Context: an optimization exercise on an open-source flow, tuned for small area. The choices shown serve that exercise and are no tape-out recipe.
The RTL was checked by simulation tests, not by an equivalence proof against the original design.
Power is estimated from default activity; no workload was simulated.

==> flow/design.v <==
module idst_ao22 (
   input  logic a0, b0, a1, b1,
   output logic y
);
   assign y = (a0 & b0) | (a1 & b1);
endmodule
module idst_aoi22 (
   input  logic a0, b0, a1, b1,
   output logic y
);
   assign y = ~((a0 & b0) | (a1 & b1));
endmodule
module idst_aoi222 (
   input  logic a0, b0, a1, b1, a2, b2,
   output logic y
);
   assign y = ~((a0 & b0) | (a1 & b1) | (a2 & b2));
endmodule
module idst_nand4 (
   input  logic [3:0] a,
   output logic       y
);
   assign y = ~&a;
endmodule
module idst_nand3 (
   input  logic [2:0] a,
   output logic       y
);
   assign y = ~&a;
endmodule
module idst_or3 (
   input  logic [2:0] a,
   output logic       y
);
   assign y = |a;
endmodule
module idst_rdbit #(
   parameter int N = 32
) (
   input  logic [N-1:0] s,
   input  logic [N-1:0] d,
   output logic         y
);
   localparam int NG = (N + 2) / 3;           
   logic [NG-1:0] g;                          
   logic [2:0]    h;
   for (genvar k = 0; k < NG; k++) begin : grp
      if (3*k + 2 < N) begin : g3
         idst_aoi222 u (.a0(s[3*k]), .b0(d[3*k]), .a1(s[3*k+1]), .b1(d[3*k+1]),
                        .a2(s[3*k+2]), .b2(d[3*k+2]), .y(g[k]));
      end else begin : g2
         idst_aoi22 u (.a0(s[3*k]), .b0(d[3*k]), .a1(s[3*k+1]), .b1(d[3*k+1]),
                       .y(g[k]));
      end
   end
   idst_nand4 n0 (.a(g[3:0]),  .y(h[0]));
   idst_nand4 n1 (.a(g[7:4]),  .y(h[1]));
   idst_nand3 n2 (.a(g[10:8]), .y(h[2]));
   idst_or3   o  (.a(h),       .y(y));
endmodule
module id_stage (
   input  logic        clk,
   input  logic        rst_n,
   input  logic        InValid,
   output logic        InReady,
   input  logic [31:0] Instr,
   input  logic        WbEn,
   input  logic [4:0]  WbAddr,
   input  logic [31:0] WbData,
   output logic        OutValid,
   input  logic        OutReady,
   output logic [31:0] InputA,
   output logic [31:0] InputB,
   output logic [2:0]  ALUop,
   output logic [4:0]  OutRd,
   output logic        OutWrEn
);
   logic [2:0]  op;
   logic [4:0]  rd, rs, rt;
   logic        is_nop, is_imm, is_reg;
   assign op     = Instr[31:29];
   assign rd     = Instr[28:24];
   assign rs     = Instr[23:19];
   assign rt     = Instr[18:14];
   assign is_nop = (op[2:1] == 2'b00);
   assign is_imm = (op[2:1] == 2'b11);
   assign is_reg = !is_nop && !is_imm;
   logic valid_q;
   logic hold;
   assign InReady = !valid_q || OutReady;
   assign hold    = !InReady;
   always_ff @(posedge clk or negedge rst_n) begin
      if (!rst_n)       valid_q <= 1'b0;
      else if (InReady) valid_q <= InValid;
   end
   logic [31:0] rf_q [32];    
   logic [31:0] rf_d [32];
   logic [31:1] rv_q;         
   logic [31:1] wsel, wkeep;
   always_comb begin
      for (int i = 1; i < 32; i++) begin
         wsel[i]  = WbEn && (WbAddr == 5'(i));
         wkeep[i] = !wsel[i];
      end
   end
   always_ff @(posedge clk or negedge rst_n) begin
      if (!rst_n) rv_q <= '0;
      else        rv_q <= rv_q | wsel;
   end
   for (genvar i = 1; i < 32; i++) begin : row
      for (genvar b = 0; b < 32; b++) begin : col
         idst_ao22 wr (.a0(wsel[i]), .b0(WbData[b]), .a1(wkeep[i]), .b1(rf_q[i][b]),
                       .y(rf_d[i][b]));
      end
      always_ff @(posedge clk) rf_q[i] <= rf_d[i];
   end
   logic [31:1] sel_a, sel_b;
   logic        imm_en;
   always_comb begin
      for (int i = 1; i < 32; i++) begin
         sel_a[i] = (rs == 5'(i)) && rv_q[i] && !is_nop && InReady;
         sel_b[i] = (rt == 5'(i)) && rv_q[i] && is_reg  && InReady;
      end
   end
   assign imm_en = is_imm && InReady;
   logic [31:0] a_q, b_q, a_d, b_d;
   for (genvar b = 0; b < 32; b++) begin : rdp
      logic [31:0] da, db;
      logic [32:0] sb, dbx;
      for (genvar i = 1; i < 32; i++) begin : r
         assign da[i-1] = rf_q[i][b];
      end
      assign da[31] = a_q[b];
      assign sb     = {imm_en, hold, sel_b};
      assign dbx    = {Instr[b < 14 ? b : 13], b_q[b], da[30:0]};
      idst_rdbit #(.N(32)) ua (.s({hold, sel_a}), .d(da),  .y(a_d[b]));
      idst_rdbit #(.N(33)) ub (.s(sb),            .d(dbx), .y(b_d[b]));
   end
   always_ff @(posedge clk) begin
      a_q <= a_d;
      b_q <= b_d;
   end
   logic [2:0] op_q, op_d;
   logic [4:0] rd_q, rd_d;
   logic       ld_rd;
   assign ld_rd = InReady && !is_nop;
   for (genvar k = 0; k < 3; k++) begin : opb
      idst_ao22 u (.a0(InReady), .b0(op[k]), .a1(hold), .b1(op_q[k]), .y(op_d[k]));
   end
   for (genvar k = 0; k < 5; k++) begin : rdb
      idst_ao22 u (.a0(ld_rd), .b0(rd[k]), .a1(hold), .b1(rd_q[k]), .y(rd_d[k]));
   end
   always_ff @(posedge clk) begin
      op_q <= op_d;
      rd_q <= rd_d;
   end
   assign OutValid = valid_q;
   assign InputA   = a_q;
   assign InputB   = b_q;
   assign ALUop    = op_q;
   assign OutRd    = rd_q;
   assign OutWrEn  = |rd_q;
endmodule
export LEC_CHECK = 0
export CAP_MARGIN = 20
export CORE_MARGIN = 2
export CORE_UTILIZATION = 40
export SLEW_MARGIN = 20
export SYNTH_HIERARCHICAL = 1
create_clock -name core_clock -period 5.0 [get_ports {clk}]
standard.sh (not shown) runs the stock make flow with config.mk's settings and CLKGATE_MAP_FILE= SYNTH_SCRIPT=/design/flow/synth_recipe.tcl, a recipe that flattens the netlist after the stock synthesis.
==> flow/flow/run.sh <==
#!/bin/bash
# Layout flow: the standard flow (standard synthesis unchanged), with
#  * port buffers of the smallest buffer cell instead of the resizer's pick,
#  * clock tree synthesis without dummy balancing loads and with small
#    clock buffers.
# make's full output goes to flow.log in this folder; ORFS's per-step logs
# stay under orfs/logs/.
set -euo pipefail
cd "$(dirname "$0")/.."
bash standard.sh \
  "BUFFER_PORTS_ARGS=-buffer_cell sky130_fd_sc_hd__buf_1" \
  "CTS_ARGS=-sink_clustering_enable -repair_clock_nets -dont_use_dummy_load -buf_list {sky130_fd_sc_hd__clkbuf_4 sky130_fd_sc_hd__clkbuf_8}" \
  finish > flow.log 2>&1
The starting point produced a clean layout.
Rerun with:
==> flow/run.sh (new file) <==
#!/bin/bash
# synth_recipe.tcl (not shown) runs the flow's synth.tcl, then flattens the netlist and writes it again
# the make line also repeats each setting of config.mk as NAME=value (left out here)
make -C /OpenROAD-flow-scripts/flow DESIGN_CONFIG=/design/flow/config.mk WORK_HOME=/design/flow/orfs CLKGATE_MAP_FILE= SYNTH_SCRIPT=/design/flow/synth_recipe.tcl finish
removed: flow/flow/run.sh
removed: flow/standard.sh
Effect: The changed run completed with no timing, DRC or antenna violations. Global-route usage decreases by 1.2 points. Fmax is lower by 8.3%. Area after synthesis does not change. Sequential cell count does not change. Critical path depth shrinks by 2. Power went up by 14%. Via count fell by 1.2%. Worst setup slack loses 0.34 ns. Final area increases by 5.4%.

re-timing with driven ports:
How much do the figures lean on ideal ports? The routed layouts below were timed once more, with nothing changed but the port constraints.
Step 1 assumes that a clkbuf_16 drives the clock port and a buf_2 every other input.
Step 2 times the ports against the registers' clock, not the clock port: input delays grow and output delays shrink by t, the midpoint of the rising clock arrivals with the driver on.
Slacks: ideal ports / drivers / drivers and shift; pairs: ideal ports / drivers.
run | t, ns | setup WS [ns] | hold WS [ns] | worst setup path after step 2 | worst register clock-pin slew, ns
the first run | 0.922 | 1.296 / 1.240 / 0.561 | 0.230 / 0.179 / 0.475 | input to register | 0.07 / 0.07
the second run | 0.794 | 0.960 / 0.938 / 0.504 | 0.471 / 0.471 / 0.471 | input to register | 0.07 / 0.07
After both steps setup and hold are still met in every run listed. The setup slack of the first run, which loses most, moves by -0.056 ns with the drivers and by -0.735 ns with both steps.
